Source: an optimization exercise on an open RTL-to-GDS flow (aim: small area, a short achievable clock period and few clock cycles per item). Production flows keep margins and buffers that such runs may drop. Where RTL was checked, it was by simulation tests only, not by an equivalence proof against the original. Power is estimated from default activity; no workload was simulated.

## run 1
==> flow/design.v <==
`default_nettype none
package skinny_data_pkg;
   typedef logic [127:0] block_t;
   typedef logic [7:0]   cell_t;
   typedef logic [5:0]   rc_t;
endpackage
`default_nettype wire
`default_nettype none
package skinny_ctrl_pkg;
   localparam int UNROLL = 1;
   localparam int CYCLES = 40 / 1;
endpackage
`default_nettype wire
`default_nettype none
module skinny_round_ctrl (
   input  wire logic clk,
   input  wire logic rst,
   input  wire logic start,
   input  wire logic last_round,
   output logic      busy,
   output logic      done
);
   always_ff @(posedge clk) begin
      if (rst) begin
         busy <= 1'b0;
         done <= 1'b0;
      end else begin
         busy <= busy ? !last_round : (!done && start);
         done <= busy && last_round;
      end
   end
endmodule
`default_nettype wire
`default_nettype none
module skinny_round_counter (
   input  wire logic                     clk,
   input  wire logic                     advance,
   output logic [6*1-1:0]   rcs,
   output logic                          last_round
);
   localparam int U = 1;
   function automatic logic [5:0] rc_step(input logic [5:0] rc);
      rc_step = {rc[4:0], rc[5] ^ rc[4] ^ 1'b1};
   endfunction
   function automatic logic [5:0] rc_after(input int n);
      logic [5:0] r;
      r = '0;
      for (int i = 0; i < n; i++) r = rc_step(r);
      rc_after = r;
   endfunction
   localparam logic [5:0] LAST_RC = rc_after(40 - U);
   logic [5:0] lfsr;
   logic [5:0] chain [U+1];
   always_comb begin
      chain[0] = lfsr;
      for (int j = 0; j < U; j++) begin
         chain[j+1]       = rc_step(chain[j]);
         rcs[6*j +: 6]    = chain[j+1];
      end
   end
   assign last_round = (lfsr == LAST_RC);
   always_ff @(posedge clk) begin
      if (!advance) lfsr <= '0;
      else          lfsr <= chain[U];
   end
endmodule
`default_nettype wire
`default_nettype none
module skinny_sbox_layer (
   input  wire logic [127:0] state_in,
   output logic [127:0]      state_out
);
   function automatic logic cfn(input logic x, input logic y, input logic z);
      cfn = ~(x | y) ^ z;
   endfunction
   function automatic logic [7:0] sbox8(input logic [7:0] si);
      logic [7:0] a;
      a[0] = cfn(si[7], si[6], si[4]);
      a[1] = cfn(si[3], si[2], si[0]);
      a[2] = cfn(si[2], si[1], si[6]);
      a[3] = cfn(a[0], a[1], si[5]);
      a[4] = cfn(a[1], si[3], si[1]);
      a[5] = cfn(a[2], a[3], si[7]);
      a[6] = cfn(a[3], a[0], si[3]);
      a[7] = cfn(a[4], a[5], si[2]);
      sbox8 = {a[3], a[0], a[1], a[6], a[4], a[2], a[5], a[7]};
   endfunction
   for (genvar i = 0; i < 16; i++) begin : g_cell
      assign state_out[i*8 +: 8] = sbox8(state_in[i*8 +: 8]);
   end
endmodule
`default_nettype wire
`default_nettype none
module skinny_round_datapath (
   input  wire logic [127:0] state_in,
   input  wire logic [383:0] tk,
   input  wire logic [5:0]   rc,
   output logic [127:0]      state_out
);
   logic [127:0] sb, atk, shr;
   logic [63:0]  tk_x;
   skinny_sbox_layer u_sbox (
      .state_in  (state_in),
      .state_out (sb)
   );
   assign tk_x = tk[383:320] ^ tk[255:192] ^ tk[127:64];
   assign atk = sb ^ {tk_x, 64'h0} ^
                {4'h0, rc[3:0], 24'h0, 6'h0, rc[5:4], 24'h0, 8'h02, 56'h0};
   assign shr[127:96] = atk[127:96];
   assign shr[95:64]  = {atk[71:64], atk[95:72]};
   assign shr[63:32]  = {atk[47:32], atk[63:48]};
   assign shr[31:0]   = {atk[23:0], atk[31:24]};
   assign state_out[127:96] = shr[127:96] ^ shr[63:32] ^ shr[31:0];
   assign state_out[95:64]  = shr[127:96];
   assign state_out[63:32]  = shr[95:64] ^ shr[63:32];
   assign state_out[31:0]   = shr[127:96] ^ shr[63:32];
endmodule
`default_nettype wire
`default_nettype none
module skinny_tweakey_schedule (
   input  wire logic [383:0] tk_in,
   output logic [383:0]      tk_out
);
   localparam logic [63:0] PERM = 64'h9F8DAECB01234567;
   function automatic logic [127:0] permute(input logic [127:0] ki);
      logic [127:0] ko;
      for (int p = 0; p < 16; p++) begin
         ko[127-p*8 -: 8] = ki[127-int'(PERM[63-p*4 -: 4])*8 -: 8];
      end
      permute = ko;
   endfunction
   logic [127:0] p1, p2, p3;
   always_comb begin
      p1 = permute(tk_in[383:256]);
      p2 = permute(tk_in[255:128]);
      p3 = permute(tk_in[127:0]);
      tk_out = {p1, p2, p3};
      for (int p = 0; p < 8; p++) begin
         tk_out[255-p*8 -: 8] = {p2[127-p*8-1 -: 7], p2[127-p*8] ^ p2[127-p*8-2]};
         tk_out[127-p*8 -: 8] = {p3[127-p*8-7] ^ p3[127-p*8-1], p3[127-p*8 -: 7]};
      end
   end
endmodule
`default_nettype wire
`timescale 1ns/10ps
`default_nettype none
module skinny_core (
   input  wire logic                     clk,
   input  wire logic                     rst,
   input  wire logic                     start,
   input  wire skinny_data_pkg::block_t  plaintext,
   input  wire logic [383:0]             tweakey,
   output logic                          busy,
   output logic                          done,
   output skinny_data_pkg::block_t       ciphertext
);
   localparam int U = 1;
   logic                last_round;
   logic [6*U-1:0]      rcs;
   logic [127:0]        state_q;
   logic [383:0]        tk_q;
   logic [127:0]        st [U+1];
   logic [383:0]        tk [U+1];
   skinny_round_ctrl u_ctrl (
      .clk        (clk),
      .rst        (rst),
      .start      (start),
      .last_round (last_round),
      .busy       (busy),
      .done       (done)
   );
   skinny_round_counter u_counter (
      .clk        (clk),
      .advance    (busy),
      .rcs        (rcs),
      .last_round (last_round)
   );
   assign st[0] = state_q;
   assign tk[0] = tk_q;
   for (genvar j = 0; j < U; j++) begin : g_round
      skinny_round_datapath u_round (
         .state_in  (st[j]),
         .tk        (tk[j]),
         .rc        (rcs[6*j +: 6]),
         .state_out (st[j+1])
      );
      skinny_tweakey_schedule u_sched (
         .tk_in  (tk[j]),
         .tk_out (tk[j+1])
      );
   end
   always_ff @(posedge clk) begin
      if (!busy) begin
         state_q <= plaintext;
         tk_q    <= tweakey;
      end else begin
         state_q <= st[U];
         tk_q    <= tk[U];
      end
   end
   assign ciphertext = state_q;
endmodule
`default_nettype wire
clock: 4.5 ns
lec_check: 0
abc_clock_period_in_ps: 2000
cap_margin: 20
core_margin: 2
core_utilization: 40
setup_slack_margin: 2.3
slew_margin: 20
run.sh (not shown) runs the stock make flow with config.mk's settings and CLKGATE_MAP_FILE= SYNTH_SCRIPT=/design/flow/synth_recipe.tcl, a recipe that flattens the netlist after the stock synthesis.
### run 1 -> run 2
- ABC_CLOCK_PERIOD_IN_PS no longer set, was 2000
- SETUP_SLACK_MARGIN no longer set, was 2.3
## What came out
Having completed the whole flow, run 2 delivered a layout that passed the timing, DRC and antenna checks. Design area: run 2 lower than run 1. Run 1 → run 2: remaining global-route overflow comparable, clock buffer count now larger, signed area change from the synthesized netlist to the final layout now smaller, final critical delay including setup and external delays now larger. | number of gates given a new drive strength after cts | higher: run 1 |.
What run 3 does differently from run 2 at the input level:
==> flow/flow/run.sh (new file) <==
#!/bin/bash
set -euo pipefail
bash standard.sh "BUFFER_PORTS_ARGS=-buffer_cell sky130_fd_sc_hd__buf_1" finish > standard_flow.log 2>&1
==> flow/standard.sh (new file) <==
#!/bin/bash
# synth_recipe.tcl (not shown) runs the flow's synth.tcl, then flattens the netlist and writes it again
# the make line also repeats each setting of config.mk as NAME=value (left out here)
make -C /OpenROAD-flow-scripts/flow DESIGN_CONFIG=/design/flow/config.mk WORK_HOME=/design/flow/orfs CLKGATE_MAP_FILE= SYNTH_SCRIPT=/design/flow/synth_recipe.tcl "${@:-finish}"
removed: flow/run.sh
Findings:
The slew of the pin with the lowest slew margin of run 3 is lower than that of run 2. Timing startpoint of the critical path = state_q[50]: run 3; timing startpoint of the critical path = u_ctrl.busy: run 2. Comparing run 2 and run 3, the lower number of clock buffer instances in the layout is on run 2. Per the comparison of run 3 with run 2, design internal power now smaller; number of buffers created by CTS comparable.
No run of this note included a check of the RTL's function; only the layout flow was run.


Another version of the RTL of skinny_core (not shown whole).
Size: about 520 flip-flops, roughly 23,000 sq um of cells after synthesis.
Settings: LEC_CHECK=0, CAP_MARGIN=20, CORE_AREA=2.3 2.72 192.7 192.3, CTS_BUF_LIST=sky130_fd_sc_hd__clkbuf_16, CTS_CLUSTER_DIAMETER=100, CTS_CLUSTER_SIZE=24, DIE_AREA=0 0 195 195, SETUP_SLACK_MARGIN=2.2, SLEW_MARGIN=20, SYNTH_HIERARCHICAL=1, SYNTH_MINIMUM_KEEP_SIZE=0, TNS_END_PERCENT=30; clock period 4.5 ns.
standard.sh (not shown) runs the stock make flow with config.mk's settings and CLKGATE_MAP_FILE= SYNTH_SCRIPT=/design/flow/synth_recipe.tcl, a recipe that flattens the netlist after the stock synthesis.
==> flow/flow/run.sh <==
#!/bin/bash
set -euo pipefail
bash standard.sh "BUFFER_PORTS_ARGS=-buffer_cell sky130_fd_sc_hd__buf_1" finish > standard_flow.log 2>&1
==> next run, changes <==
TNS_END_PERCENT = unset   (was 30)
Result:
- power climbs by 0.60%
- final cell count climbs by 0.42%
- worst setup slack gets better by 0.016 ns
- count of clock-buffer cells in the layout stays the same
- via count climbs by 1.1%
- routed wire length hardly moves
- global-route usage is about the same
- sequential power hardly moves
- register-to-register slack gets better by 0.02 ns
- clock power stays flat
- non-clock buffer count climbs by 11
==> next run, changes <==
SETUP_SLACK_MARGIN = 2.45   (was 2.2)
Final area goes up by roughly a tenth.
Clock skew is lower by 0.0039 ns.
Global-route usage went up by 0.98 points.
No run of this note included a check of the RTL's function; only the layout flow was run.


Another version of the RTL of skinny_core (not shown whole).
Size: roughly 650 I/O pins, about 20,000 um2 of cells after synthesis.
## skinny_core
module skinny_core (
   input  wire logic                     clk,
   input  wire logic                     rst,
   input  wire logic                     start,
   input  wire skinny_data_pkg::block_t  plaintext,
   input  wire logic [383:0]             tweakey,
   output logic                          busy,
   output logic                          done,
   output skinny_data_pkg::block_t       ciphertext
);
==> flow/config.mk <==
export PLATFORM = sky130hd
export DESIGN_NAME = skinny_core
export DESIGN_NICKNAME = skinny_core
export VERILOG_FILES = /design/flow/design.v
export SDC_FILE = /design/flow/constraint.sdc
export NUM_CORES = 4
export LEC_CHECK = 0
export CAP_MARGIN = 20
export CORE_MARGIN = 2
export CORE_UTILIZATION = 55
export CTS_BUF_LIST = sky130_fd_sc_hd__clkbuf_16
export CTS_CLUSTER_DIAMETER = 100
export CTS_CLUSTER_SIZE = 24
export SETUP_SLACK_MARGIN = 2.1
export SLEW_MARGIN = 20
==> flow/constraint.sdc <==
create_clock -name core_clock -period 4.5 [get_ports {clk}]
set_input_delay 0.9000 -clock core_clock [delete_from_list [all_inputs] [get_ports {clk}]]
set_output_delay 0.9000 -clock core_clock [all_outputs]
set_load 0.01 [all_outputs]
Scripts as last shown in full above: flow/flow/run.sh
The baseline finished with timing, DRC and antenna clean.
Testbench counts at the start, summed over its fixed seeds: cycles 16,120, items 384.
Next try:
- CORE_AREA: unset -> 2.3 2.72 192.7 192.3
- CORE_MARGIN: 2 -> unset
- CORE_UTILIZATION: 55 -> unset
- DIE_AREA: unset -> 0 0 195 195
- SETUP_SLACK_MARGIN: 2.1 -> 2.45
Effect: The new run completed with no timing, DRC or antenna violations. Global-route usage grows by 0.77 points. Total power went up by 13%. Sequential power rose by about 2%. Register-to-register slack is worse by 50 ps. Final area increases by 8.7%. Synthesized cell count does not change. First-iteration DRC count is higher by 8.0%. Worst setup slack gets worse by 51 ps. Hold slack got worse by 15 ps.
Next try:
- CORE_AREA: 2.3 2.72 192.7 192.3 -> unset
- CORE_MARGIN: unset -> 2
- CORE_UTILIZATION: unset -> 65
- CTS_BUF_LIST: sky130_fd_sc_hd__clkbuf_16 -> unset
- CTS_CLUSTER_DIAMETER: 100 -> unset
- CTS_CLUSTER_SIZE: 24 -> unset
- DIE_AREA: 0 0 195 195 -> unset
- SETUP_SLACK_MARGIN: 2.45 -> 2.2
This time the run ended with an error in 3_2_place_iop with PPL-0024.
Area after synthesis stays the same.
Synthesized cell count does not change.
Next try:
- CORE_UTILIZATION: 65 -> 55
- CTS_BUF_LIST: unset -> sky130_fd_sc_hd__clkbuf_8
- CTS_CLUSTER_SIZE: unset -> 20
- SETUP_SLACK_MARGIN: 2.2 -> 2.0
=> The new run completed with no timing, DRC or antenna violations. Synthesized area stays the same. Synthesized cell count stays the same.
Next try:
- CORE_UTILIZATION: 55 -> 40
- CTS_BUF_LIST: sky130_fd_sc_hd__clkbuf_8 -> unset
- CTS_CLUSTER_SIZE: 20 -> unset
- SETUP_SLACK_MARGIN: 2.0 -> 2.5
The changed run produced a clean layout. Synthesized area does not change. First-iteration DRC count falls by 28%. Via count is lower by 2.0%. Count of clock-buffer cells in the layout falls by 29. Worst hold slack loses 11 ps. Wire length is higher by 6.8%. Cell area grows by 16%. Utilization falls by 12 points.
Next try:
- CORE_UTILIZATION: 40 -> 55
- CTS_BUF_LIST: unset -> sky130_fd_sc_hd__clkbuf_16
- CTS_CLUSTER_DIAMETER: unset -> 100
- CTS_CLUSTER_SIZE: unset -> 24
- SETUP_SLACK_MARGIN: 2.5 -> 2.0
Global-route usage came out higher by 8.5 points.
Synthesized area is unchanged.
Utilization came out higher by 9.2 points.
Worst setup slack degrades by 45 ps.
Wire length is lower by a little under a tenth.

[port drivers added, routing unchanged]
How much do the figures lean on ideal ports? The routed layouts below were timed once more, with nothing changed but the port constraints.
Step 1 sets driving cells, clkbuf_16 on the clock port and buf_2 on the other inputs (assumed; they add their load-dependent delay and slew).
Step 2 times the ports against the registers' clock, not the clock port: input delays grow and output delays shrink by t, the midpoint of the rising clock arrivals with the driver on.
Three values: ideal, step 1, step 2; two values: the first two.
| run | shift t [ns] | setup slack, ns | clock arrival spread, ns |
|---|---|---|---|
| run 1 | 0.675 | 1.952 / 1.952 / 1.952 | 0.020 / 0.021 |
| run 2 | 0.681 | 1.506 / 1.442 / 1.637 | 0.055 / 0.055 |
| run 3 | 0.667 | 1.606 / 1.606 / 1.606 | 0.027 / 0.028 |
| the first run of note 2 | 0.629 | 2.163 / 2.127 / 2.163 | 0.031 / 0.031 |
| the second run of note 2 | 0.644 | 2.179 / 2.145 / 2.179 | 0.024 / 0.024 |
| the third run of note 2 | 0.662 | 2.210 / 2.210 / 2.210 | 0.019 / 0.020 |
| the first run of note 3 | 0.641 | 2.007 / 2.007 / 2.007 | 0.021 / 0.020 |
| the second run of note 3 | 0.645 | 1.956 / 1.956 / 1.956 | 0.033 / 0.033 |
| the fourth run of note 3 | 0.695 | 2.000 / 1.999 / 2.000 | 0.025 / 0.026 |
| the fifth run of note 3 | 0.691 | 1.998 / 1.998 / 1.998 | 0.034 / 0.035 |
| the sixth run of note 3 | 0.649 | 1.953 / 1.953 / 1.953 | 0.022 / 0.022 |
After both steps setup and hold are still met in every run listed.
